Source: an optimization exercise on an open RTL-to-GDS flow (aim: small area, a short achievable clock period and few clock cycles per item). Production flows keep margins and buffers that such runs may drop.
Only simulation tests tie the RTL to the original design; equivalence was not proved.

**design.v**
```verilog
module rotation_matrix_to_quaternion_unit (
  input  logic               clk,
  input  logic               rst,
  input  logic               in_valid,
  output logic               in_ready,
  input  logic signed [15:0] m00, m01, m02,
  input  logic signed [15:0] m10, m11, m12,
  input  logic signed [15:0] m20, m21, m22,
  output logic               out_valid,
  input  logic               out_ready,
  output logic [14:0]        qw,
  output logic signed [15:0] qx, qy, qz
);
  logic               v_m, in_rdy, adv;
  logic signed [15:0] r00, r01, r02, r10, r11, r12, r20, r21, r22;
  logic        vF;
  logic [16:0] f_rad;
  logic [15:0] f_D0, f_D1, f_D2;
  logic        f_dn0, f_dn1, f_dn2, f_diag, f_neg;
  logic [1:0]  f_k;
  logic        f_hold;
  logic [3:0] sqd1_1;
  logic [0:0] sqq1_2;
  logic [1:0] sqr1_3;
  logic [2:0] X_1;
  logic [15:0] rad1_4;
  logic [4:0] sqd2_5;
  logic [1:0] sqq2_6;
  logic [2:0] sqr2_7;
  logic [3:0] X_2;
  logic [13:0] rad2_8;
  logic [5:0] sqd3_9;
  logic [2:0] sqq3_10;
  logic [3:0] sqr3_11;
  logic [4:0] X_3;
  logic [11:0] rad3_12;
  logic [6:0] sqd4_13;
  logic [3:0] sqq4_14;
  logic [4:0] sqr4_15;
  logic [5:0] X_4;
  logic [9:0] rad4_16;
  logic [7:0] sqd5_17;
  logic [4:0] sqq5_18;
  logic [5:0] sqr5_19;
  logic [6:0] X_5;
  logic [7:0] rad5_20;
  logic [8:0] sqd6_21;
  logic [5:0] sqq6_22;
  logic [6:0] sqr6_23;
  logic [7:0] X_6;
  logic [5:0] rad6_24;
  logic [15:0] s1_D0;
  logic [15:0] s1_D1;
  logic [15:0] s1_D2;
  logic [5:0] s1_Q;
  logic [6:0] s1_R;
  logic [0:0] s1_diag;
  logic [0:0] s1_dn0;
  logic [0:0] s1_dn1;
  logic [0:0] s1_dn2;
  logic [1:0] s1_k;
  logic [0:0] s1_neg;
  logic [5:0] s1_rad;
  logic [9:0] sqd7_25;
  logic [6:0] sqq7_26;
  logic [7:0] sqr7_27;
  logic [8:0] X_7;
  logic [3:0] rad7_28;
  logic [10:0] sqd8_29;
  logic [7:0] sqq8_30;
  logic [8:0] sqr8_31;
  logic [9:0] X_8;
  logic [1:0] rad8_32;
  logic [11:0] sqd9_33;
  logic [8:0] sqq9_34;
  logic [9:0] sqr9_35;
  logic [10:0] X_9;
  logic [12:0] sqd10_36;
  logic [9:0] sqq10_37;
  logic [10:0] sqr10_38;
  logic [11:0] X_10;
  logic [15:0] s2_D0;
  logic [15:0] s2_D1;
  logic [15:0] s2_D2;
  logic [9:0] s2_Q;
  logic [10:0] s2_R;
  logic [0:0] s2_diag;
  logic [0:0] s2_dn0;
  logic [0:0] s2_dn1;
  logic [0:0] s2_dn2;
  logic [1:0] s2_k;
  logic [0:0] s2_neg;
  logic [13:0] sqd11_39;
  logic [10:0] sqq11_40;
  logic [11:0] sqr11_41;
  logic [12:0] X_11;
  logic [14:0] sqd12_42;
  logic [11:0] sqq12_43;
  logic [12:0] sqr12_44;
  logic [13:0] X_12;
  logic [15:0] sqd13_45;
  logic [12:0] sqq13_46;
  logic [13:0] sqr13_47;
  logic [14:0] X_13;
  logic [15:0] s3_D0;
  logic [15:0] s3_D1;
  logic [15:0] s3_D2;
  logic [12:0] s3_Q;
  logic [13:0] s3_R;
  logic [0:0] s3_diag;
  logic [0:0] s3_dn0;
  logic [0:0] s3_dn1;
  logic [0:0] s3_dn2;
  logic [1:0] s3_k;
  logic [0:0] s3_neg;
  logic [16:0] sqd14_48;
  logic [13:0] sqq14_49;
  logic [14:0] sqr14_50;
  logic [15:0] X_14;
  logic [17:0] sqd15_51;
  logic [14:0] sqq15_52;
  logic [12:0] p0_0_53;
  logic [0:0] ovf0_54;
  logic [2:0] dl0_55;
  logic [1:0] dl0_1_56;
  logic [13:0] dx0_1_57;
  logic [16:0] dd0_1_58;
  logic [0:0] q0_1_59;
  logic [14:0] pp0_1_60;
  logic [12:0] p0_1_61;
  logic [0:0] ovf1_62;
  logic [2:0] dl1_63;
  logic [1:0] dl1_1_64;
  logic [13:0] dx1_1_65;
  logic [16:0] dd1_1_66;
  logic [0:0] q1_1_67;
  logic [14:0] pp1_1_68;
  logic [12:0] p0_2_69;
  logic [0:0] ovf2_70;
  logic [2:0] dl2_71;
  logic [1:0] dl2_1_72;
  logic [13:0] dx2_1_73;
  logic [16:0] dd2_1_74;
  logic [0:0] q2_1_75;
  logic [14:0] pp2_1_76;
  logic [14:0] s4_P0;
  logic [14:0] s4_P1;
  logic [14:0] s4_P2;
  logic [0:0] s4_diag;
  logic [1:0] s4_dl0;
  logic [1:0] s4_dl1;
  logic [1:0] s4_dl2;
  logic [0:0] s4_dn0;
  logic [0:0] s4_dn1;
  logic [0:0] s4_dn2;
  logic [1:0] s4_k;
  logic [0:0] s4_neg;
  logic [0:0] s4_ovf0;
  logic [0:0] s4_ovf1;
  logic [0:0] s4_ovf2;
  logic [0:0] s4_q0;
  logic [0:0] s4_q1;
  logic [0:0] s4_q2;
  logic [14:0] s4_w;
  logic [0:0] dl0_2_77;
  logic [15:0] dx0_2_78;
  logic [16:0] dd0_2_79;
  logic [1:0] q0_2_80;
  logic [14:0] pp0_2_81;
  logic [0:0] dl1_2_82;
  logic [15:0] dx1_2_83;
  logic [16:0] dd1_2_84;
  logic [1:0] q1_2_85;
  logic [14:0] pp1_2_86;
  logic [0:0] dl2_2_87;
  logic [15:0] dx2_2_88;
  logic [16:0] dd2_2_89;
  logic [1:0] q2_2_90;
  logic [14:0] pp2_2_91;
  logic [15:0] dx0_3_92;
  logic [16:0] dd0_3_93;
  logic [2:0] q0_3_94;
  logic [14:0] pp0_3_95;
  logic [15:0] dx1_3_96;
  logic [16:0] dd1_3_97;
  logic [2:0] q1_3_98;
  logic [14:0] pp1_3_99;
  logic [15:0] dx2_3_100;
  logic [16:0] dd2_3_101;
  logic [2:0] q2_3_102;
  logic [14:0] pp2_3_103;
  logic [14:0] s5_P0;
  logic [14:0] s5_P1;
  logic [14:0] s5_P2;
  logic [0:0] s5_diag;
  logic [0:0] s5_dn0;
  logic [0:0] s5_dn1;
  logic [0:0] s5_dn2;
  logic [1:0] s5_k;
  logic [0:0] s5_neg;
  logic [0:0] s5_ovf0;
  logic [0:0] s5_ovf1;
  logic [0:0] s5_ovf2;
  logic [2:0] s5_q0;
  logic [2:0] s5_q1;
  logic [2:0] s5_q2;
  logic [14:0] s5_w;
  logic [15:0] dx0_4_104;
  logic [16:0] dd0_4_105;
  logic [3:0] q0_4_106;
  logic [14:0] pp0_4_107;
  logic [15:0] dx1_4_108;
  logic [16:0] dd1_4_109;
  logic [3:0] q1_4_110;
  logic [14:0] pp1_4_111;
  logic [15:0] dx2_4_112;
  logic [16:0] dd2_4_113;
  logic [3:0] q2_4_114;
  logic [14:0] pp2_4_115;
  logic [15:0] dx0_5_116;
  logic [16:0] dd0_5_117;
  logic [4:0] q0_5_118;
  logic [14:0] pp0_5_119;
  logic [15:0] dx1_5_120;
  logic [16:0] dd1_5_121;
  logic [4:0] q1_5_122;
  logic [14:0] pp1_5_123;
  logic [15:0] dx2_5_124;
  logic [16:0] dd2_5_125;
  logic [4:0] q2_5_126;
  logic [14:0] pp2_5_127;
  logic [14:0] s6_P0;
  logic [14:0] s6_P1;
  logic [14:0] s6_P2;
  logic [0:0] s6_diag;
  logic [0:0] s6_dn0;
  logic [0:0] s6_dn1;
  logic [0:0] s6_dn2;
  logic [1:0] s6_k;
  logic [0:0] s6_neg;
  logic [0:0] s6_ovf0;
  logic [0:0] s6_ovf1;
  logic [0:0] s6_ovf2;
  logic [4:0] s6_q0;
  logic [4:0] s6_q1;
  logic [4:0] s6_q2;
  logic [14:0] s6_w;
  logic [15:0] dx0_6_128;
  logic [16:0] dd0_6_129;
  logic [5:0] q0_6_130;
  logic [14:0] pp0_6_131;
  logic [15:0] dx1_6_132;
  logic [16:0] dd1_6_133;
  logic [5:0] q1_6_134;
  logic [14:0] pp1_6_135;
  logic [15:0] dx2_6_136;
  logic [16:0] dd2_6_137;
  logic [5:0] q2_6_138;
  logic [14:0] pp2_6_139;
  logic [15:0] dx0_7_140;
  logic [16:0] dd0_7_141;
  logic [6:0] q0_7_142;
  logic [14:0] pp0_7_143;
  logic [15:0] dx1_7_144;
  logic [16:0] dd1_7_145;
  logic [6:0] q1_7_146;
  logic [14:0] pp1_7_147;
  logic [15:0] dx2_7_148;
  logic [16:0] dd2_7_149;
  logic [6:0] q2_7_150;
  logic [14:0] pp2_7_151;
  logic [14:0] s7_P0;
  logic [14:0] s7_P1;
  logic [14:0] s7_P2;
  logic [0:0] s7_diag;
  logic [0:0] s7_dn0;
  logic [0:0] s7_dn1;
  logic [0:0] s7_dn2;
  logic [1:0] s7_k;
  logic [0:0] s7_neg;
  logic [0:0] s7_ovf0;
  logic [0:0] s7_ovf1;
  logic [0:0] s7_ovf2;
  logic [6:0] s7_q0;
  logic [6:0] s7_q1;
  logic [6:0] s7_q2;
  logic [14:0] s7_w;
  logic [15:0] dx0_8_152;
  logic [16:0] dd0_8_153;
  logic [7:0] q0_8_154;
  logic [14:0] pp0_8_155;
  logic [15:0] dx1_8_156;
  logic [16:0] dd1_8_157;
  logic [7:0] q1_8_158;
  logic [14:0] pp1_8_159;
  logic [15:0] dx2_8_160;
  logic [16:0] dd2_8_161;
  logic [7:0] q2_8_162;
  logic [14:0] pp2_8_163;
  logic [15:0] dx0_9_164;
  logic [16:0] dd0_9_165;
  logic [8:0] q0_9_166;
  logic [14:0] pp0_9_167;
  logic [15:0] dx1_9_168;
  logic [16:0] dd1_9_169;
  logic [8:0] q1_9_170;
  logic [14:0] pp1_9_171;
  logic [15:0] dx2_9_172;
  logic [16:0] dd2_9_173;
  logic [8:0] q2_9_174;
  logic [14:0] pp2_9_175;
  logic [14:0] s8_P0;
  logic [14:0] s8_P1;
  logic [14:0] s8_P2;
  logic [0:0] s8_diag;
  logic [0:0] s8_dn0;
  logic [0:0] s8_dn1;
  logic [0:0] s8_dn2;
  logic [1:0] s8_k;
  logic [0:0] s8_neg;
  logic [0:0] s8_ovf0;
  logic [0:0] s8_ovf1;
  logic [0:0] s8_ovf2;
  logic [8:0] s8_q0;
  logic [8:0] s8_q1;
  logic [8:0] s8_q2;
  logic [14:0] s8_w;
  logic [15:0] dx0_10_176;
  logic [16:0] dd0_10_177;
  logic [9:0] q0_10_178;
  logic [14:0] pp0_10_179;
  logic [15:0] dx1_10_180;
  logic [16:0] dd1_10_181;
  logic [9:0] q1_10_182;
  logic [14:0] pp1_10_183;
  logic [15:0] dx2_10_184;
  logic [16:0] dd2_10_185;
  logic [9:0] q2_10_186;
  logic [14:0] pp2_10_187;
  logic [15:0] dx0_11_188;
  logic [16:0] dd0_11_189;
  logic [10:0] q0_11_190;
  logic [14:0] pp0_11_191;
  logic [15:0] dx1_11_192;
  logic [16:0] dd1_11_193;
  logic [10:0] q1_11_194;
  logic [14:0] pp1_11_195;
  logic [15:0] dx2_11_196;
  logic [16:0] dd2_11_197;
  logic [10:0] q2_11_198;
  logic [14:0] pp2_11_199;
  logic [14:0] s9_P0;
  logic [14:0] s9_P1;
  logic [14:0] s9_P2;
  logic [0:0] s9_diag;
  logic [0:0] s9_dn0;
  logic [0:0] s9_dn1;
  logic [0:0] s9_dn2;
  logic [1:0] s9_k;
  logic [0:0] s9_neg;
  logic [0:0] s9_ovf0;
  logic [0:0] s9_ovf1;
  logic [0:0] s9_ovf2;
  logic [10:0] s9_q0;
  logic [10:0] s9_q1;
  logic [10:0] s9_q2;
  logic [14:0] s9_w;
  logic [15:0] dx0_12_200;
  logic [16:0] dd0_12_201;
  logic [11:0] q0_12_202;
  logic [14:0] pp0_12_203;
  logic [15:0] dx1_12_204;
  logic [16:0] dd1_12_205;
  logic [11:0] q1_12_206;
  logic [14:0] pp1_12_207;
  logic [15:0] dx2_12_208;
  logic [16:0] dd2_12_209;
  logic [11:0] q2_12_210;
  logic [14:0] pp2_12_211;
  logic [15:0] dx0_13_212;
  logic [16:0] dd0_13_213;
  logic [12:0] q0_13_214;
  logic [14:0] pp0_13_215;
  logic [15:0] dx1_13_216;
  logic [16:0] dd1_13_217;
  logic [12:0] q1_13_218;
  logic [14:0] pp1_13_219;
  logic [15:0] dx2_13_220;
  logic [16:0] dd2_13_221;
  logic [12:0] q2_13_222;
  logic [14:0] pp2_13_223;
  logic [14:0] s10_P0;
  logic [14:0] s10_P1;
  logic [14:0] s10_P2;
  logic [0:0] s10_diag;
  logic [0:0] s10_dn0;
  logic [0:0] s10_dn1;
  logic [0:0] s10_dn2;
  logic [1:0] s10_k;
  logic [0:0] s10_neg;
  logic [0:0] s10_ovf0;
  logic [0:0] s10_ovf1;
  logic [0:0] s10_ovf2;
  logic [12:0] s10_q0;
  logic [12:0] s10_q1;
  logic [12:0] s10_q2;
  logic [14:0] s10_w;
  logic [15:0] dx0_14_224;
  logic [16:0] dd0_14_225;
  logic [13:0] q0_14_226;
  logic [14:0] pp0_14_227;
  logic [15:0] dx1_14_228;
  logic [16:0] dd1_14_229;
  logic [13:0] q1_14_230;
  logic [14:0] pp1_14_231;
  logic [15:0] dx2_14_232;
  logic [16:0] dd2_14_233;
  logic [13:0] q2_14_234;
  logic [14:0] pp2_14_235;
  logic [15:0] dx0_15_236;
  logic [16:0] dd0_15_237;
  logic [14:0] q0_15_238;
  logic [15:0] dx1_15_239;
  logic [16:0] dd1_15_240;
  logic [14:0] q1_15_241;
  logic [15:0] dx2_15_242;
  logic [16:0] dd2_15_243;
  logic [14:0] q2_15_244;
  logic [0:0] s11_diag;
  logic [0:0] s11_dn0;
  logic [0:0] s11_dn1;
  logic [0:0] s11_dn2;
  logic [1:0] s11_k;
  logic [0:0] s11_neg;
  logic [0:0] s11_ovf0;
  logic [0:0] s11_ovf1;
  logic [0:0] s11_ovf2;
  logic [14:0] s11_q0;
  logic [14:0] s11_q1;
  logic [14:0] s11_q2;
  logic [14:0] s11_w;
  logic [14:0] fq0_245;
  logic [0:0] fo0_246;
  logic [0:0] fn0_247;
  logic [15:0] fs0_248;
  logic [14:0] fq1_249;
  logic [0:0] fo1_250;
  logic [0:0] fn1_251;
  logic [15:0] fs1_252;
  logic [14:0] fq2_253;
  logic [0:0] fo2_254;
  logic [0:0] fn2_255;
  logic [15:0] fs2_256;
  logic v1, v2, v3, v4, v5, v6, v7, v8, v9, v10, v11;
  assign in_ready = in_rdy;
  assign f_hold   = vF & f_diag & (f_k != 2'd2);
  logic ld;
  assign ld = ~v_m | (adv & ~f_hold);
  always_ff @(posedge clk) begin
    if (ld) begin
      r00 <= m00; r01 <= m01; r02 <= m02;
      r10 <= m10; r11 <= m11; r12 <= m12;
      r20 <= m20; r21 <= m21; r22 <= m22;
    end
  end
  logic signed [18:0] sum;
  logic [16:0]        a;
  logic               dg;
  logic signed [16:0] t0, t1, t2, d0, d1, d2;
  logic               tp0, tp1, tp2;
  logic [15:0]        tc0, tc1, tc2, e0, e1, e2;
  logic               nx, ny, nz;
  always_comb begin
    sum = 19'(r00) + 19'(r11) + 19'(r22) + 19'sd16384;
    a   = sum[18] ? 17'(-sum) : 17'(sum);
    dg  = (sum == 19'sd0);
    t0  = 17'(r00) + 17'sd16384;
    t1  = 17'(r11) + 17'sd16384;
    t2  = 17'(r22) + 17'sd16384;
    tp0 = ~t0[16] & (t0 != 17'sd0);
    tp1 = ~t1[16] & (t1 != 17'sd0);
    tp2 = ~t2[16] & (t2 != 17'sd0);
    tc0 = tp0 ? t0[15:0] : 16'd0;
    tc1 = tp1 ? t1[15:0] : 16'd0;
    tc2 = tp2 ? t2[15:0] : 16'd0;
    d0  = 17'(r21) - 17'(r12);
    d1  = 17'(r02) - 17'(r20);
    d2  = 17'(r10) - 17'(r01);
    e0  = d0[16] ? 16'(-d0) : d0[15:0];
    e1  = d1[16] ? 16'(-d1) : d1[15:0];
    e2  = d2[16] ? 16'(-d2) : d2[15:0];
    nx  = ~tp0 & ((tp1 & r01[15]) | (~tp1 & tp2 & r02[15]));
    ny  = (tp0 & r01[15]) | (~tp0 & ~tp1 & tp2 & r12[15]);
    nz  = (tp0 & r02[15]) | (~tp0 & tp1 & r12[15]);
  end
  always_ff @(posedge clk) begin
    if (adv) begin
      if (f_hold) begin
        f_rad <= {f_D0, 1'b0};
        f_D0  <= f_D1;
        f_neg <= f_dn1;
        f_dn1 <= f_dn2;
        f_k   <= f_k + 2'd1;
      end else begin
        f_rad  <= dg ? {tc0, 1'b0} : a;
        f_D0   <= dg ? tc1 : e0;
        f_D1   <= dg ? tc2 : e1;
        f_D2   <= e2;
        f_dn0  <= d0[16];
        f_dn1  <= dg ? ny : d1[16];
        f_dn2  <= dg ? nz : d2[16];
        f_neg  <= nx;
        f_diag <= dg;
        f_k    <= 2'd0;
      end
    end
  end
  assign sqd1_1 = {1'b0, {1'b0, f_rad[16]}} - {2'd0, 2'b01};
  assign sqq1_2 = ~sqd1_1[3];
  assign sqr1_3 = ~sqd1_1[3] ? sqd1_1[1:0] : X_1[1:0];
  assign X_1 = {1'b0, f_rad[16]};
  assign rad1_4 = f_rad[15:0];
  assign sqd2_5 = {1'b0, {sqr1_3, rad1_4[15:14]}} - {2'd0, {sqq1_2, 2'b01}};
  assign sqq2_6 = {sqq1_2, ~sqd2_5[4]};
  assign sqr2_7 = ~sqd2_5[4] ? sqd2_5[2:0] : X_2[2:0];
  assign X_2 = {sqr1_3, rad1_4[15:14]};
  assign rad2_8 = rad1_4[13:0];
  assign sqd3_9 = {1'b0, {sqr2_7, rad2_8[13:12]}} - {2'd0, {sqq2_6, 2'b01}};
  assign sqq3_10 = {sqq2_6, ~sqd3_9[5]};
  assign sqr3_11 = ~sqd3_9[5] ? sqd3_9[3:0] : X_3[3:0];
  assign X_3 = {sqr2_7, rad2_8[13:12]};
  assign rad3_12 = rad2_8[11:0];
  assign sqd4_13 = {1'b0, {sqr3_11, rad3_12[11:10]}} - {2'd0, {sqq3_10, 2'b01}};
  assign sqq4_14 = {sqq3_10, ~sqd4_13[6]};
  assign sqr4_15 = ~sqd4_13[6] ? sqd4_13[4:0] : X_4[4:0];
  assign X_4 = {sqr3_11, rad3_12[11:10]};
  assign rad4_16 = rad3_12[9:0];
  assign sqd5_17 = {1'b0, {sqr4_15, rad4_16[9:8]}} - {2'd0, {sqq4_14, 2'b01}};
  assign sqq5_18 = {sqq4_14, ~sqd5_17[7]};
  assign sqr5_19 = ~sqd5_17[7] ? sqd5_17[5:0] : X_5[5:0];
  assign X_5 = {sqr4_15, rad4_16[9:8]};
  assign rad5_20 = rad4_16[7:0];
  assign sqd6_21 = {1'b0, {sqr5_19, rad5_20[7:6]}} - {2'd0, {sqq5_18, 2'b01}};
  assign sqq6_22 = {sqq5_18, ~sqd6_21[8]};
  assign sqr6_23 = ~sqd6_21[8] ? sqd6_21[6:0] : X_6[6:0];
  assign X_6 = {sqr5_19, rad5_20[7:6]};
  assign rad6_24 = rad5_20[5:0];
  assign sqd7_25 = {1'b0, {s1_R, s1_rad[5:4]}} - {2'd0, {s1_Q, 2'b01}};
  assign sqq7_26 = {s1_Q, ~sqd7_25[9]};
  assign sqr7_27 = ~sqd7_25[9] ? sqd7_25[7:0] : X_7[7:0];
  assign X_7 = {s1_R, s1_rad[5:4]};
  assign rad7_28 = s1_rad[3:0];
  assign sqd8_29 = {1'b0, {sqr7_27, rad7_28[3:2]}} - {2'd0, {sqq7_26, 2'b01}};
  assign sqq8_30 = {sqq7_26, ~sqd8_29[10]};
  assign sqr8_31 = ~sqd8_29[10] ? sqd8_29[8:0] : X_8[8:0];
  assign X_8 = {sqr7_27, rad7_28[3:2]};
  assign rad8_32 = rad7_28[1:0];
  assign sqd9_33 = {1'b0, {sqr8_31, rad8_32[1:0]}} - {2'd0, {sqq8_30, 2'b01}};
  assign sqq9_34 = {sqq8_30, ~sqd9_33[11]};
  assign sqr9_35 = ~sqd9_33[11] ? sqd9_33[9:0] : X_9[9:0];
  assign X_9 = {sqr8_31, rad8_32[1:0]};
  assign sqd10_36 = {1'b0, {sqr9_35, 2'b00}} - {2'd0, {sqq9_34, 2'b01}};
  assign sqq10_37 = {sqq9_34, ~sqd10_36[12]};
  assign sqr10_38 = ~sqd10_36[12] ? sqd10_36[10:0] : X_10[10:0];
  assign X_10 = {sqr9_35, 2'b00};
  assign sqd11_39 = {1'b0, {s2_R, 2'b00}} - {2'd0, {s2_Q, 2'b01}};
  assign sqq11_40 = {s2_Q, ~sqd11_39[13]};
  assign sqr11_41 = ~sqd11_39[13] ? sqd11_39[11:0] : X_11[11:0];
  assign X_11 = {s2_R, 2'b00};
  assign sqd12_42 = {1'b0, {sqr11_41, 2'b00}} - {2'd0, {sqq11_40, 2'b01}};
  assign sqq12_43 = {sqq11_40, ~sqd12_42[14]};
  assign sqr12_44 = ~sqd12_42[14] ? sqd12_42[12:0] : X_12[12:0];
  assign X_12 = {sqr11_41, 2'b00};
  assign sqd13_45 = {1'b0, {sqr12_44, 2'b00}} - {2'd0, {sqq12_43, 2'b01}};
  assign sqq13_46 = {sqq12_43, ~sqd13_45[15]};
  assign sqr13_47 = ~sqd13_45[15] ? sqd13_45[13:0] : X_13[13:0];
  assign X_13 = {sqr12_44, 2'b00};
  assign sqd14_48 = {1'b0, {s3_R, 2'b00}} - {2'd0, {s3_Q, 2'b01}};
  assign sqq14_49 = {s3_Q, ~sqd14_48[16]};
  assign sqr14_50 = ~sqd14_48[16] ? sqd14_48[14:0] : X_14[14:0];
  assign X_14 = {s3_R, 2'b00};
  assign sqd15_51 = {1'b0, {sqr14_50, 2'b00}} - {2'd0, {sqq14_49, 2'b01}};
  assign sqq15_52 = {sqq14_49, ~sqd15_51[17]};
  assign p0_0_53 = s3_D0[15:3];
  assign ovf0_54 = ({2'b00, p0_0_53} >= sqq15_52);
  assign dl0_55 = s3_D0[2:0];
  assign dl0_1_56 = dl0_55[1:0];
  assign dx0_1_57 = {p0_0_53, dl0_55[2]};
  assign dd0_1_58 = {3'd0, dx0_1_57} - {2'b00, sqq15_52};
  assign q0_1_59 = ~dd0_1_58[16];
  assign pp0_1_60 = ~dd0_1_58[16] ? dd0_1_58[14:0] : {1'd0, dx0_1_57};
  assign p0_1_61 = s3_D1[15:3];
  assign ovf1_62 = ({2'b00, p0_1_61} >= sqq15_52);
  assign dl1_63 = s3_D1[2:0];
  assign dl1_1_64 = dl1_63[1:0];
  assign dx1_1_65 = {p0_1_61, dl1_63[2]};
  assign dd1_1_66 = {3'd0, dx1_1_65} - {2'b00, sqq15_52};
  assign q1_1_67 = ~dd1_1_66[16];
  assign pp1_1_68 = ~dd1_1_66[16] ? dd1_1_66[14:0] : {1'd0, dx1_1_65};
  assign p0_2_69 = s3_D2[15:3];
  assign ovf2_70 = ({2'b00, p0_2_69} >= sqq15_52);
  assign dl2_71 = s3_D2[2:0];
  assign dl2_1_72 = dl2_71[1:0];
  assign dx2_1_73 = {p0_2_69, dl2_71[2]};
  assign dd2_1_74 = {3'd0, dx2_1_73} - {2'b00, sqq15_52};
  assign q2_1_75 = ~dd2_1_74[16];
  assign pp2_1_76 = ~dd2_1_74[16] ? dd2_1_74[14:0] : {1'd0, dx2_1_73};
  assign dl0_2_77 = s4_dl0[0:0];
  assign dx0_2_78 = {s4_P0, s4_dl0[1]};
  assign dd0_2_79 = {1'd0, dx0_2_78} - {2'b00, s4_w};
  assign q0_2_80 = {s4_q0, ~dd0_2_79[16]};
  assign pp0_2_81 = ~dd0_2_79[16] ? dd0_2_79[14:0] : dx0_2_78[14:0];
  assign dl1_2_82 = s4_dl1[0:0];
  assign dx1_2_83 = {s4_P1, s4_dl1[1]};
  assign dd1_2_84 = {1'd0, dx1_2_83} - {2'b00, s4_w};
  assign q1_2_85 = {s4_q1, ~dd1_2_84[16]};
  assign pp1_2_86 = ~dd1_2_84[16] ? dd1_2_84[14:0] : dx1_2_83[14:0];
  assign dl2_2_87 = s4_dl2[0:0];
  assign dx2_2_88 = {s4_P2, s4_dl2[1]};
  assign dd2_2_89 = {1'd0, dx2_2_88} - {2'b00, s4_w};
  assign q2_2_90 = {s4_q2, ~dd2_2_89[16]};
  assign pp2_2_91 = ~dd2_2_89[16] ? dd2_2_89[14:0] : dx2_2_88[14:0];
  assign dx0_3_92 = {pp0_2_81, dl0_2_77[0]};
  assign dd0_3_93 = {1'd0, dx0_3_92} - {2'b00, s4_w};
  assign q0_3_94 = {q0_2_80, ~dd0_3_93[16]};
  assign pp0_3_95 = ~dd0_3_93[16] ? dd0_3_93[14:0] : dx0_3_92[14:0];
  assign dx1_3_96 = {pp1_2_86, dl1_2_82[0]};
  assign dd1_3_97 = {1'd0, dx1_3_96} - {2'b00, s4_w};
  assign q1_3_98 = {q1_2_85, ~dd1_3_97[16]};
  assign pp1_3_99 = ~dd1_3_97[16] ? dd1_3_97[14:0] : dx1_3_96[14:0];
  assign dx2_3_100 = {pp2_2_91, dl2_2_87[0]};
  assign dd2_3_101 = {1'd0, dx2_3_100} - {2'b00, s4_w};
  assign q2_3_102 = {q2_2_90, ~dd2_3_101[16]};
  assign pp2_3_103 = ~dd2_3_101[16] ? dd2_3_101[14:0] : dx2_3_100[14:0];
  assign dx0_4_104 = {s5_P0, 1'b0};
  assign dd0_4_105 = {1'd0, dx0_4_104} - {2'b00, s5_w};
  assign q0_4_106 = {s5_q0, ~dd0_4_105[16]};
  assign pp0_4_107 = ~dd0_4_105[16] ? dd0_4_105[14:0] : dx0_4_104[14:0];
  assign dx1_4_108 = {s5_P1, 1'b0};
  assign dd1_4_109 = {1'd0, dx1_4_108} - {2'b00, s5_w};
  assign q1_4_110 = {s5_q1, ~dd1_4_109[16]};
  assign pp1_4_111 = ~dd1_4_109[16] ? dd1_4_109[14:0] : dx1_4_108[14:0];
  assign dx2_4_112 = {s5_P2, 1'b0};
  assign dd2_4_113 = {1'd0, dx2_4_112} - {2'b00, s5_w};
  assign q2_4_114 = {s5_q2, ~dd2_4_113[16]};
  assign pp2_4_115 = ~dd2_4_113[16] ? dd2_4_113[14:0] : dx2_4_112[14:0];
  assign dx0_5_116 = {pp0_4_107, 1'b0};
  assign dd0_5_117 = {1'd0, dx0_5_116} - {2'b00, s5_w};
  assign q0_5_118 = {q0_4_106, ~dd0_5_117[16]};
  assign pp0_5_119 = ~dd0_5_117[16] ? dd0_5_117[14:0] : dx0_5_116[14:0];
  assign dx1_5_120 = {pp1_4_111, 1'b0};
  assign dd1_5_121 = {1'd0, dx1_5_120} - {2'b00, s5_w};
  assign q1_5_122 = {q1_4_110, ~dd1_5_121[16]};
  assign pp1_5_123 = ~dd1_5_121[16] ? dd1_5_121[14:0] : dx1_5_120[14:0];
  assign dx2_5_124 = {pp2_4_115, 1'b0};
  assign dd2_5_125 = {1'd0, dx2_5_124} - {2'b00, s5_w};
  assign q2_5_126 = {q2_4_114, ~dd2_5_125[16]};
  assign pp2_5_127 = ~dd2_5_125[16] ? dd2_5_125[14:0] : dx2_5_124[14:0];
  assign dx0_6_128 = {s6_P0, 1'b0};
  assign dd0_6_129 = {1'd0, dx0_6_128} - {2'b00, s6_w};
  assign q0_6_130 = {s6_q0, ~dd0_6_129[16]};
  assign pp0_6_131 = ~dd0_6_129[16] ? dd0_6_129[14:0] : dx0_6_128[14:0];
  assign dx1_6_132 = {s6_P1, 1'b0};
  assign dd1_6_133 = {1'd0, dx1_6_132} - {2'b00, s6_w};
  assign q1_6_134 = {s6_q1, ~dd1_6_133[16]};
  assign pp1_6_135 = ~dd1_6_133[16] ? dd1_6_133[14:0] : dx1_6_132[14:0];
  assign dx2_6_136 = {s6_P2, 1'b0};
  assign dd2_6_137 = {1'd0, dx2_6_136} - {2'b00, s6_w};
  assign q2_6_138 = {s6_q2, ~dd2_6_137[16]};
  assign pp2_6_139 = ~dd2_6_137[16] ? dd2_6_137[14:0] : dx2_6_136[14:0];
  assign dx0_7_140 = {pp0_6_131, 1'b0};
  assign dd0_7_141 = {1'd0, dx0_7_140} - {2'b00, s6_w};
  assign q0_7_142 = {q0_6_130, ~dd0_7_141[16]};
  assign pp0_7_143 = ~dd0_7_141[16] ? dd0_7_141[14:0] : dx0_7_140[14:0];
  assign dx1_7_144 = {pp1_6_135, 1'b0};
  assign dd1_7_145 = {1'd0, dx1_7_144} - {2'b00, s6_w};
  assign q1_7_146 = {q1_6_134, ~dd1_7_145[16]};
  assign pp1_7_147 = ~dd1_7_145[16] ? dd1_7_145[14:0] : dx1_7_144[14:0];
  assign dx2_7_148 = {pp2_6_139, 1'b0};
  assign dd2_7_149 = {1'd0, dx2_7_148} - {2'b00, s6_w};
  assign q2_7_150 = {q2_6_138, ~dd2_7_149[16]};
  assign pp2_7_151 = ~dd2_7_149[16] ? dd2_7_149[14:0] : dx2_7_148[14:0];
  assign dx0_8_152 = {s7_P0, 1'b0};
  assign dd0_8_153 = {1'd0, dx0_8_152} - {2'b00, s7_w};
  assign q0_8_154 = {s7_q0, ~dd0_8_153[16]};
  assign pp0_8_155 = ~dd0_8_153[16] ? dd0_8_153[14:0] : dx0_8_152[14:0];
  assign dx1_8_156 = {s7_P1, 1'b0};
  assign dd1_8_157 = {1'd0, dx1_8_156} - {2'b00, s7_w};
  assign q1_8_158 = {s7_q1, ~dd1_8_157[16]};
  assign pp1_8_159 = ~dd1_8_157[16] ? dd1_8_157[14:0] : dx1_8_156[14:0];
  assign dx2_8_160 = {s7_P2, 1'b0};
  assign dd2_8_161 = {1'd0, dx2_8_160} - {2'b00, s7_w};
  assign q2_8_162 = {s7_q2, ~dd2_8_161[16]};
  assign pp2_8_163 = ~dd2_8_161[16] ? dd2_8_161[14:0] : dx2_8_160[14:0];
  assign dx0_9_164 = {pp0_8_155, 1'b0};
  assign dd0_9_165 = {1'd0, dx0_9_164} - {2'b00, s7_w};
  assign q0_9_166 = {q0_8_154, ~dd0_9_165[16]};
  assign pp0_9_167 = ~dd0_9_165[16] ? dd0_9_165[14:0] : dx0_9_164[14:0];
  assign dx1_9_168 = {pp1_8_159, 1'b0};
  assign dd1_9_169 = {1'd0, dx1_9_168} - {2'b00, s7_w};
  assign q1_9_170 = {q1_8_158, ~dd1_9_169[16]};
  assign pp1_9_171 = ~dd1_9_169[16] ? dd1_9_169[14:0] : dx1_9_168[14:0];
  assign dx2_9_172 = {pp2_8_163, 1'b0};
  assign dd2_9_173 = {1'd0, dx2_9_172} - {2'b00, s7_w};
  assign q2_9_174 = {q2_8_162, ~dd2_9_173[16]};
  assign pp2_9_175 = ~dd2_9_173[16] ? dd2_9_173[14:0] : dx2_9_172[14:0];
  assign dx0_10_176 = {s8_P0, 1'b0};
  assign dd0_10_177 = {1'd0, dx0_10_176} - {2'b00, s8_w};
  assign q0_10_178 = {s8_q0, ~dd0_10_177[16]};
  assign pp0_10_179 = ~dd0_10_177[16] ? dd0_10_177[14:0] : dx0_10_176[14:0];
  assign dx1_10_180 = {s8_P1, 1'b0};
  assign dd1_10_181 = {1'd0, dx1_10_180} - {2'b00, s8_w};
  assign q1_10_182 = {s8_q1, ~dd1_10_181[16]};
  assign pp1_10_183 = ~dd1_10_181[16] ? dd1_10_181[14:0] : dx1_10_180[14:0];
  assign dx2_10_184 = {s8_P2, 1'b0};
  assign dd2_10_185 = {1'd0, dx2_10_184} - {2'b00, s8_w};
  assign q2_10_186 = {s8_q2, ~dd2_10_185[16]};
  assign pp2_10_187 = ~dd2_10_185[16] ? dd2_10_185[14:0] : dx2_10_184[14:0];
  assign dx0_11_188 = {pp0_10_179, 1'b0};
  assign dd0_11_189 = {1'd0, dx0_11_188} - {2'b00, s8_w};
  assign q0_11_190 = {q0_10_178, ~dd0_11_189[16]};
  assign pp0_11_191 = ~dd0_11_189[16] ? dd0_11_189[14:0] : dx0_11_188[14:0];
  assign dx1_11_192 = {pp1_10_183, 1'b0};
  assign dd1_11_193 = {1'd0, dx1_11_192} - {2'b00, s8_w};
  assign q1_11_194 = {q1_10_182, ~dd1_11_193[16]};
  assign pp1_11_195 = ~dd1_11_193[16] ? dd1_11_193[14:0] : dx1_11_192[14:0];
  assign dx2_11_196 = {pp2_10_187, 1'b0};
  assign dd2_11_197 = {1'd0, dx2_11_196} - {2'b00, s8_w};
  assign q2_11_198 = {q2_10_186, ~dd2_11_197[16]};
  assign pp2_11_199 = ~dd2_11_197[16] ? dd2_11_197[14:0] : dx2_11_196[14:0];
  assign dx0_12_200 = {s9_P0, 1'b0};
  assign dd0_12_201 = {1'd0, dx0_12_200} - {2'b00, s9_w};
  assign q0_12_202 = {s9_q0, ~dd0_12_201[16]};
  assign pp0_12_203 = ~dd0_12_201[16] ? dd0_12_201[14:0] : dx0_12_200[14:0];
  assign dx1_12_204 = {s9_P1, 1'b0};
  assign dd1_12_205 = {1'd0, dx1_12_204} - {2'b00, s9_w};
  assign q1_12_206 = {s9_q1, ~dd1_12_205[16]};
  assign pp1_12_207 = ~dd1_12_205[16] ? dd1_12_205[14:0] : dx1_12_204[14:0];
  assign dx2_12_208 = {s9_P2, 1'b0};
  assign dd2_12_209 = {1'd0, dx2_12_208} - {2'b00, s9_w};
  assign q2_12_210 = {s9_q2, ~dd2_12_209[16]};
  assign pp2_12_211 = ~dd2_12_209[16] ? dd2_12_209[14:0] : dx2_12_208[14:0];
  assign dx0_13_212 = {pp0_12_203, 1'b0};
  assign dd0_13_213 = {1'd0, dx0_13_212} - {2'b00, s9_w};
  assign q0_13_214 = {q0_12_202, ~dd0_13_213[16]};
  assign pp0_13_215 = ~dd0_13_213[16] ? dd0_13_213[14:0] : dx0_13_212[14:0];
  assign dx1_13_216 = {pp1_12_207, 1'b0};
  assign dd1_13_217 = {1'd0, dx1_13_216} - {2'b00, s9_w};
  assign q1_13_218 = {q1_12_206, ~dd1_13_217[16]};
  assign pp1_13_219 = ~dd1_13_217[16] ? dd1_13_217[14:0] : dx1_13_216[14:0];
  assign dx2_13_220 = {pp2_12_211, 1'b0};
  assign dd2_13_221 = {1'd0, dx2_13_220} - {2'b00, s9_w};
  assign q2_13_222 = {q2_12_210, ~dd2_13_221[16]};
  assign pp2_13_223 = ~dd2_13_221[16] ? dd2_13_221[14:0] : dx2_13_220[14:0];
  assign dx0_14_224 = {s10_P0, 1'b0};
  assign dd0_14_225 = {1'd0, dx0_14_224} - {2'b00, s10_w};
  assign q0_14_226 = {s10_q0, ~dd0_14_225[16]};
  assign pp0_14_227 = ~dd0_14_225[16] ? dd0_14_225[14:0] : dx0_14_224[14:0];
  assign dx1_14_228 = {s10_P1, 1'b0};
  assign dd1_14_229 = {1'd0, dx1_14_228} - {2'b00, s10_w};
  assign q1_14_230 = {s10_q1, ~dd1_14_229[16]};
  assign pp1_14_231 = ~dd1_14_229[16] ? dd1_14_229[14:0] : dx1_14_228[14:0];
  assign dx2_14_232 = {s10_P2, 1'b0};
  assign dd2_14_233 = {1'd0, dx2_14_232} - {2'b00, s10_w};
  assign q2_14_234 = {s10_q2, ~dd2_14_233[16]};
  assign pp2_14_235 = ~dd2_14_233[16] ? dd2_14_233[14:0] : dx2_14_232[14:0];
  assign dx0_15_236 = {pp0_14_227, 1'b0};
  assign dd0_15_237 = {1'd0, dx0_15_236} - {2'b00, s10_w};
  assign q0_15_238 = {q0_14_226, ~dd0_15_237[16]};
  assign dx1_15_239 = {pp1_14_231, 1'b0};
  assign dd1_15_240 = {1'd0, dx1_15_239} - {2'b00, s10_w};
  assign q1_15_241 = {q1_14_230, ~dd1_15_240[16]};
  assign dx2_15_242 = {pp2_14_235, 1'b0};
  assign dd2_15_243 = {1'd0, dx2_15_242} - {2'b00, s10_w};
  assign q2_15_244 = {q2_14_234, ~dd2_15_243[16]};
  assign fq0_245 = s11_diag ? s11_w : s11_q0;
  assign fo0_246 = ~s11_diag & s11_ovf0;
  assign fn0_247 = s11_diag ? s11_neg : s11_dn0;
  assign fs0_248 = fn0_247 ? (fo0_246 ? 16'h8000 : (16'd0 - {1'b0, fq0_245})) : (fo0_246 ? 16'h7fff : {1'b0, fq0_245});
  assign fq1_249 = s11_diag ? s11_w : s11_q1;
  assign fo1_250 = ~s11_diag & s11_ovf1;
  assign fn1_251 = s11_diag ? s11_neg : s11_dn1;
  assign fs1_252 = fn1_251 ? (fo1_250 ? 16'h8000 : (16'd0 - {1'b0, fq1_249})) : (fo1_250 ? 16'h7fff : {1'b0, fq1_249});
  assign fq2_253 = s11_diag ? s11_w : s11_q2;
  assign fo2_254 = ~s11_diag & s11_ovf2;
  assign fn2_255 = s11_diag ? s11_neg : s11_dn2;
  assign fs2_256 = fn2_255 ? (fo2_254 ? 16'h8000 : (16'd0 - {1'b0, fq2_253})) : (fo2_254 ? 16'h7fff : {1'b0, fq2_253});
  always_ff @(posedge clk) begin
    if (adv) begin
      s1_D0 <= f_D0;
      s1_D1 <= f_D1;
      s1_D2 <= f_D2;
      s1_Q <= sqq6_22;
      s1_R <= sqr6_23;
      s1_diag <= f_diag;
      s1_dn0 <= f_dn0;
      s1_dn1 <= f_dn1;
      s1_dn2 <= f_dn2;
      s1_k <= f_k;
      s1_neg <= f_neg;
      s1_rad <= rad6_24;
      s2_D0 <= s1_D0;
      s2_D1 <= s1_D1;
      s2_D2 <= s1_D2;
      s2_Q <= sqq10_37;
      s2_R <= sqr10_38;
      s2_diag <= s1_diag;
      s2_dn0 <= s1_dn0;
      s2_dn1 <= s1_dn1;
      s2_dn2 <= s1_dn2;
      s2_k <= s1_k;
      s2_neg <= s1_neg;
      s3_D0 <= s2_D0;
      s3_D1 <= s2_D1;
      s3_D2 <= s2_D2;
      s3_Q <= sqq13_46;
      s3_R <= sqr13_47;
      s3_diag <= s2_diag;
      s3_dn0 <= s2_dn0;
      s3_dn1 <= s2_dn1;
      s3_dn2 <= s2_dn2;
      s3_k <= s2_k;
      s3_neg <= s2_neg;
      s4_P0 <= pp0_1_60;
      s4_P1 <= pp1_1_68;
      s4_P2 <= pp2_1_76;
      s4_diag <= s3_diag;
      s4_dl0 <= dl0_1_56;
      s4_dl1 <= dl1_1_64;
      s4_dl2 <= dl2_1_72;
      s4_dn0 <= s3_dn0;
      s4_dn1 <= s3_dn1;
      s4_dn2 <= s3_dn2;
      s4_k <= s3_k;
      s4_neg <= s3_neg;
      s4_ovf0 <= ovf0_54;
      s4_ovf1 <= ovf1_62;
      s4_ovf2 <= ovf2_70;
      s4_q0 <= q0_1_59;
      s4_q1 <= q1_1_67;
      s4_q2 <= q2_1_75;
      s4_w <= sqq15_52;
      s5_P0 <= pp0_3_95;
      s5_P1 <= pp1_3_99;
      s5_P2 <= pp2_3_103;
      s5_diag <= s4_diag;
      s5_dn0 <= s4_dn0;
      s5_dn1 <= s4_dn1;
      s5_dn2 <= s4_dn2;
      s5_k <= s4_k;
      s5_neg <= s4_neg;
      s5_ovf0 <= s4_ovf0;
      s5_ovf1 <= s4_ovf1;
      s5_ovf2 <= s4_ovf2;
      s5_q0 <= q0_3_94;
      s5_q1 <= q1_3_98;
      s5_q2 <= q2_3_102;
      s5_w <= s4_w;
      s6_P0 <= pp0_5_119;
      s6_P1 <= pp1_5_123;
      s6_P2 <= pp2_5_127;
      s6_diag <= s5_diag;
      s6_dn0 <= s5_dn0;
      s6_dn1 <= s5_dn1;
      s6_dn2 <= s5_dn2;
      s6_k <= s5_k;
      s6_neg <= s5_neg;
      s6_ovf0 <= s5_ovf0;
      s6_ovf1 <= s5_ovf1;
      s6_ovf2 <= s5_ovf2;
      s6_q0 <= q0_5_118;
      s6_q1 <= q1_5_122;
      s6_q2 <= q2_5_126;
      s6_w <= s5_w;
      s7_P0 <= pp0_7_143;
      s7_P1 <= pp1_7_147;
      s7_P2 <= pp2_7_151;
      s7_diag <= s6_diag;
      s7_dn0 <= s6_dn0;
      s7_dn1 <= s6_dn1;
      s7_dn2 <= s6_dn2;
      s7_k <= s6_k;
      s7_neg <= s6_neg;
      s7_ovf0 <= s6_ovf0;
      s7_ovf1 <= s6_ovf1;
      s7_ovf2 <= s6_ovf2;
      s7_q0 <= q0_7_142;
      s7_q1 <= q1_7_146;
      s7_q2 <= q2_7_150;
      s7_w <= s6_w;
      s8_P0 <= pp0_9_167;
      s8_P1 <= pp1_9_171;
      s8_P2 <= pp2_9_175;
      s8_diag <= s7_diag;
      s8_dn0 <= s7_dn0;
      s8_dn1 <= s7_dn1;
      s8_dn2 <= s7_dn2;
      s8_k <= s7_k;
      s8_neg <= s7_neg;
      s8_ovf0 <= s7_ovf0;
      s8_ovf1 <= s7_ovf1;
      s8_ovf2 <= s7_ovf2;
      s8_q0 <= q0_9_166;
      s8_q1 <= q1_9_170;
      s8_q2 <= q2_9_174;
      s8_w <= s7_w;
      s9_P0 <= pp0_11_191;
      s9_P1 <= pp1_11_195;
      s9_P2 <= pp2_11_199;
      s9_diag <= s8_diag;
      s9_dn0 <= s8_dn0;
      s9_dn1 <= s8_dn1;
      s9_dn2 <= s8_dn2;
      s9_k <= s8_k;
      s9_neg <= s8_neg;
      s9_ovf0 <= s8_ovf0;
      s9_ovf1 <= s8_ovf1;
      s9_ovf2 <= s8_ovf2;
      s9_q0 <= q0_11_190;
      s9_q1 <= q1_11_194;
      s9_q2 <= q2_11_198;
      s9_w <= s8_w;
      s10_P0 <= pp0_13_215;
      s10_P1 <= pp1_13_219;
      s10_P2 <= pp2_13_223;
      s10_diag <= s9_diag;
      s10_dn0 <= s9_dn0;
      s10_dn1 <= s9_dn1;
      s10_dn2 <= s9_dn2;
      s10_k <= s9_k;
      s10_neg <= s9_neg;
      s10_ovf0 <= s9_ovf0;
      s10_ovf1 <= s9_ovf1;
      s10_ovf2 <= s9_ovf2;
      s10_q0 <= q0_13_214;
      s10_q1 <= q1_13_218;
      s10_q2 <= q2_13_222;
      s10_w <= s9_w;
      s11_diag <= s10_diag;
      s11_dn0 <= s10_dn0;
      s11_dn1 <= s10_dn1;
      s11_dn2 <= s10_dn2;
      s11_k <= s10_k;
      s11_neg <= s10_neg;
      s11_ovf0 <= s10_ovf0;
      s11_ovf1 <= s10_ovf1;
      s11_ovf2 <= s10_ovf2;
      s11_q0 <= q0_15_238;
      s11_q1 <= q1_15_241;
      s11_q2 <= q2_15_244;
      s11_w <= s10_w;
    end
  end
  always_ff @(posedge clk) begin
    if (rst) begin
      v_m <= 1'b0;
      vF <= 1'b0;
      v1 <= 1'b0;
      v2 <= 1'b0;
      v3 <= 1'b0;
      v4 <= 1'b0;
      v5 <= 1'b0;
      v6 <= 1'b0;
      v7 <= 1'b0;
      v8 <= 1'b0;
      v9 <= 1'b0;
      v10 <= 1'b0;
      v11 <= 1'b0;
    end else begin
      v_m <= ld ? in_valid : v_m;
      if (adv) begin
        vF <= f_hold | v_m;
        v1 <= vF;
        v2 <= v1;
        v3 <= v2;
        v4 <= v3;
        v5 <= v4;
        v6 <= v5;
        v7 <= v6;
        v8 <= v7;
        v9 <= v8;
        v10 <= v9;
        v11 <= v10;
      end
    end
  end
  logic        ov, ovp, sv, arr, take;
  logic [14:0] o_w, k_w;
  logic [15:0] o_x, o_y, o_z, k_x, k_y, k_z, hx, hy;
  logic [14:0] a_w;
  logic [15:0] a_x, a_y, a_z;
  logic        ov_n, sv_n, last_diag;
  logic [1:0]  last_k;
  assign last_diag = s11_diag;
  assign last_k    = s11_k;
  assign arr  = adv & v11 & (~last_diag | (last_k == 2'd2));
  assign take = ov & out_ready;
  assign a_w  = last_diag ? 15'd0 : s11_w;
  assign a_x  = last_diag ? hx : fs0_248;
  assign a_y  = last_diag ? hy : fs1_252;
  assign a_z  = fs2_256;
  always_ff @(posedge clk) begin
    if (adv & v11 & last_diag & (last_k == 2'd0)) hx <= fs0_248;
    if (adv & v11 & last_diag & (last_k == 2'd1)) hy <= fs1_252;
  end
  always_comb begin
    if (~ov | take) begin
      ov_n = sv | arr;
      sv_n = sv & arr;
    end else begin
      ov_n = 1'b1;
      sv_n = sv | arr;
    end
  end
  always_ff @(posedge clk) begin
    if (~ov | take) begin
      if (sv) begin
        o_w <= k_w; o_x <= k_x; o_y <= k_y; o_z <= k_z;
      end else begin
        o_w <= a_w; o_x <= a_x; o_y <= a_y; o_z <= a_z;
      end
    end
    if (arr & ~(~ov | take) | arr & sv) begin
      k_w <= a_w; k_x <= a_x; k_y <= a_y; k_z <= a_z;
    end
  end
  logic v_m_n, vF_n, fh_n;
  always_comb begin
    v_m_n = ld ? in_valid : v_m;
    if (adv) begin
      vF_n = f_hold | v_m;
      fh_n = f_hold ? (f_k != 2'd1) : (v_m & dg);
    end else begin
      vF_n = vF;
      fh_n = f_hold;
    end
  end
  always_ff @(posedge clk) begin
    if (rst) begin
      ov     <= 1'b0;
      ovp    <= 1'b0;
      sv     <= 1'b0;
      adv    <= 1'b1;
      in_rdy <= 1'b1;
    end else begin
      ov     <= ov_n;
      ovp    <= sv | arr | (ov & ~out_ready);
      sv     <= sv_n;
      adv    <= ~(ov_n & sv_n);
      in_rdy <= ~v_m_n | (~(ov_n & sv_n) & ~fh_n);
    end
  end
  assign out_valid = ovp;
  assign qw = o_w;
  assign qx = o_x;
  assign qy = o_y;
  assign qz = o_z;
endmodule
```
**flow/run.sh**
```bash
#!/bin/bash
# The standard layout (standard.sh), with these changes to how it is made:
#  - ADDER_MAP_FILE empty: Yosys does not map adders onto the library's
#    full/half adder cells; ABC maps all of the logic, with its area script
#    (ABC_AREA=1);
#  - SETUP_SLACK_MARGIN=14.2: repair_timing keeps working until every path
#    is about 4.8 ns (the clock stays at the design's period).
# Everything else (synthesis script, floorplan, power grid, placement, CTS,
# routing) is the standard flow. Its output goes to standard.log.
set -euo pipefail
bash standard.sh ABC_AREA=1 ADDER_MAP_FILE= SETUP_SLACK_MARGIN=14.2 > standard.log 2>&1
```
**standard.sh**
```bash
#!/bin/bash
# synth_recipe.tcl (not shown) runs the flow's synth.tcl, then flattens the netlist and writes it again
# the make line also repeats each setting of config.mk as NAME=value (left out here)
make -C /OpenROAD-flow-scripts/flow DESIGN_CONFIG=/design/flow/config.mk WORK_HOME=/design/flow/orfs CLKGATE_MAP_FILE= SYNTH_SCRIPT=/design/flow/synth_recipe.tcl "${@:-finish}"
```
**config.mk**
```make
export PLATFORM = sky130hd
export DESIGN_NAME = rotation_matrix_to_quaternion_unit
export DESIGN_NICKNAME = rotation_matrix_to_quaternion_unit
export VERILOG_FILES = /design/flow/design.v
export SDC_FILE = /design/flow/constraint.sdc
export NUM_CORES = 4
export LEC_CHECK = 0
export CAP_MARGIN = 20
export CORE_MARGIN = 2
export CORE_UTILIZATION = 40
export SLEW_MARGIN = 20
```
**constraint.sdc**
```tcl
create_clock -name core_clock -period 19.0 [get_ports {clk}]
set_input_delay 3.8000 -clock core_clock [delete_from_list [all_inputs] [get_ports {clk}]]
set_output_delay 3.8000 -clock core_clock [all_outputs]
set_load 0.01 [all_outputs]
```
==> impl_metrics.ini <==
[status]
status = finished clean

[clock_tree]
root_buffer = clkbuf_16
cts_sinks = 1334
cts_tree = built
clkLatencyLatePin_ps = 810
cts-buffers-inserted = 155
clk_pin_slew_worst_paths_ps = 60
cts_max_path_buffers = 3
cts_max_level = 4

[min_path]
hold_depth = 0
hold_end = s9_q1[2]$_DFFE_PP_
worstHoldStart = s8_q1[0]$_DFFE_PP_
hold_path_class = reg -> reg

[sta]
drv_slew = 0
finClkSkew_ps = 60.9
slew_headroom_pct = 26.0
tightest_slew_ps = 1110
finalSetupViolCount = 0
tns_ps = 0
clock.fmax_mhz = 191
finalHoldViolations = 0
finalCritPeriodShare_pct = 27.6
rsz0062_at_grt = yes
finalCriticalPeriod_ps = 5240

[critical_path]
crit_type = reg -> out
crit_arrival_ps = 1440
critPathBufInv = 1
r2r_start = s8_w[0]$_DFFE_PP_
slowest_delay_ps = 440
r2r_slack_ps = 14320
ff2ff_path_depth = 25
path_cells = buf_6
cp-end-kind = output pin
required_ps = 15200
reg2reg_to = s9_P1[2]$_DFFE_PP_
cp_max_fo = 1
cp_slowest_cell = edfxtp_1
start_kind = flip-flop
critical_path.top_delay_family = flip-flops

[floorplan]
die_area_sq_um = 231000
chipHeight_um = 481
io_pins = 213
die_w_um = 481
start_util_pct = 40.3
coreArea_sq_um = 225000
rows = 174

[grt]
grt_util_all_layers_pct = 23.8
grt_max_degree = 93
grt_pass1_wl_um = 429000
antenna_found_initial = 4
grt-ovfl-total = 0
grt_pass1_vias = 75600

[logic_synthesis]
synth_edf_count = 1317
synth_mux_area_share_pct = 0.0220
avgSynthCellArea_sq_um = 7.24
yosys.area_share.simple_pct = 29.7
synth_cell_types = 72
async_flop_share_pct = 0
yosysWarnings = 1
synthCells = 12500
synth_top_family_by_area = simple AND/OR/NAND/NOR gates
netlist_top_cells_area = edfxtp_1, nand2_1, nor2_1
ys_ff_latch = 1334
synth_fa_ha_area_share_pct = 0.0110
synth_area_sq_um = 90800
synth_top_area_share_pct = 43.5
synth_compound_area_share_pct = 11.7
ys_seq_area_share_pct = 43.9
synth_flop_cell = edfxtp_1
synth_xor_xnor_area_share_pct = 5.43
yosys.area.top_type = edfxtp_1

[routing]
routed_via_density = 5.15
drc = 0
dr.pass1.iters = 8
drt_iter0_drc = 7277
vias = 83500
wl_um = 290000
antenna_left = 0
routedWlPerCell_um = 17.9

[final_layout]
top_register = f_rad
syn_to_final_growth_pct = 17.5
post-route-cell-area_sq_um = 107000
fin_nets = 13200
postLayoutCoreUtil_pct = 47.4
layout.cells.non_filler = 16200
fillerInstances = 22400
drive_above_1_share_pct = 10.5
multi_input_area_sq_um = 45100
largest_reg_flops = 17
ff_latch_area_sq_um = 39900

[job]
max_cap_violations = 0

[placed_design]
placed_area_sq_um = 96200
routabilityCongestion = 0.971
dp_hpwl_um = 215000
place_inst = 15600
io_buffers = 212
==> worst max path at each step <==
stage,end,startpoint,depth (start not counted),slack [ps]
final,qw[6],o_w[6]$_DFFE_PN_,1,13760
after global routing,qw[6],o_w[6]$_DFFE_PN_,1,13700
after CTS,qw[6],o_w[6]$_DFFE_PN_,1,13700
after detailed placement,adv$_SDFF_PP1_,out_ready,9,12680
after global placement,adv$_SDFF_PP1_,out_ready,9,12740
after floorplan,adv$_SDFF_PP1_,adv$_SDFF_PP1_,7,8080
==> per-stage QoR <==
stage               hold slack, ps  setup WS, ps
floorplan                      400          8080
global placement               400         12740
detailed placement             405         12680
CTS                            372         13700
global route                   384         13700
finish                         378         13760
==> area by class of cell <==
class / count / share of cell area [%]
Multi-Input combinational cell: 9053 / 42.3
Sequential cell: 1334 / 37.4
Inverter: 1958 / 6.99
Timing Repair Buffer: 585 / 4.82
Clock buffer: 181 / 3.81
Tap cell: 2992 / 3.51
Clock inverter: 105 / 1.19
Timing Repair inverter: 2 / 0.00938
Antenna cell: 4 / 0.00938
==> cell usage after synthesis (all sizes together) (3+ instances only) <==
master,n
a2111oi,16
a211oi,10
a21boi,48
a21o,9
a21oi,453
a221oi,16
a22o,3
a31o,3
a31oi,186
and2,18
and3,4
buf,94
clkbuf,149
clkinv,20
dfxtp,17
edfxtp,1317
inv,1938
nand2,3349
nand3,766
nand3b,40
nand4,127
nor2,1922
nor3,104
nor4,36
o2111ai,8
o211a,3
o211ai,54
o21a,12
o21ai,987
o21bai,39
o221ai,16
o22ai,29
o31ai,14
or2,157
xnor2,140
xor2,422
==> cell usage in the layout, fill, tap and decap left out, types with 27 or more instances in the layout <==
master	Yosys	routed
nor4_1	36	35
nand3_2	18	39
buf_4	3	339
o211ai_1	53	53
clkdlybuf4s50_1	0	147
buf_2	71	40
a21oi_1	452	415
a21oi_2	1	34
a31oi_1	186	161
clkinv_1	18	30
nand2_2	26	83
clkinv_2	2	27
clkbuf_16	0	164
inv_1	1909	1879
edfxtp_1	1317	1317
xnor2_1	140	138
o21ai_2	4	74
o21bai_1	38	28
inv_2	29	39
nand2_4	9	54
xor2_1	421	414
nand3b_1	40	40
o22ai_1	29	29
a21boi_0	38	29
or2_2	154	153
nor2_2	3	47
buf_6	3	33
nor2_1	1915	1850
nand2_1	3314	3223
nor3_1	104	98
o21ai_0	900	762
nand3_1	744	714
o21ai_1	83	145
nand4_1	127	127
==> what timing repair did <==
action | CTS | global route
gates cloned | 11 | 41
buffers inserted | 122 | 170
endpoints found under the setup margin | 523 | 559
endpoints found under the hold margin | 0 | 0
hold buffers | 0 | 0
gates resized for setup | 487 | 581
pin swaps | 17 | 113
==> layer usage <==
metal / global-route usage, % / wire, um / up-vias
li1: - / - / 42100
met1: 29.1 / 119000 / 38300
met2: 41.6 / 141000 / 2479
met3: 2.81 / 15500 / 651
met4: 10.9 / 15200 / 0
met5: 0 / 0 / -
==> logic make-up after synthesis <==
family                     Yosys count
buffers and inverters             2201
adders and majority gates            1
muxes                                2
AOI/OAI and AO/OA                 1912
DFF                               1334
other                                1
and+or+nand+nor                   6530
xor gates and xnor gates           562
Testbench counts, summed over its fixed seeds: cycles 9,996, items 9,600.

==> port drivers added, routing unchanged <==
The flow's constraints put no driver on any port. The routed layout listed below was extracted and timed again, unchanged, in two steps. Step 1, drivers: a clkbuf_16 drives clk and a buf_2 each remaining input, both assumed. Step 2 times the ports against the registers' clock, not the clock port: input delays grow and output delays shrink by t, the midpoint of the rising clock arrivals with the driver on. a / b / c = ideal / step 1 / step 2; a / b = the first two.
shift t [ns]: 0.873
setup slack, ns: 13.765 / 13.676 / 13.432
worst setup path at the end: input to register
After both steps this run still meets setup and hold. The setup slack of this run moves by -0.089 ns with the drivers and by -0.333 ns with both steps.
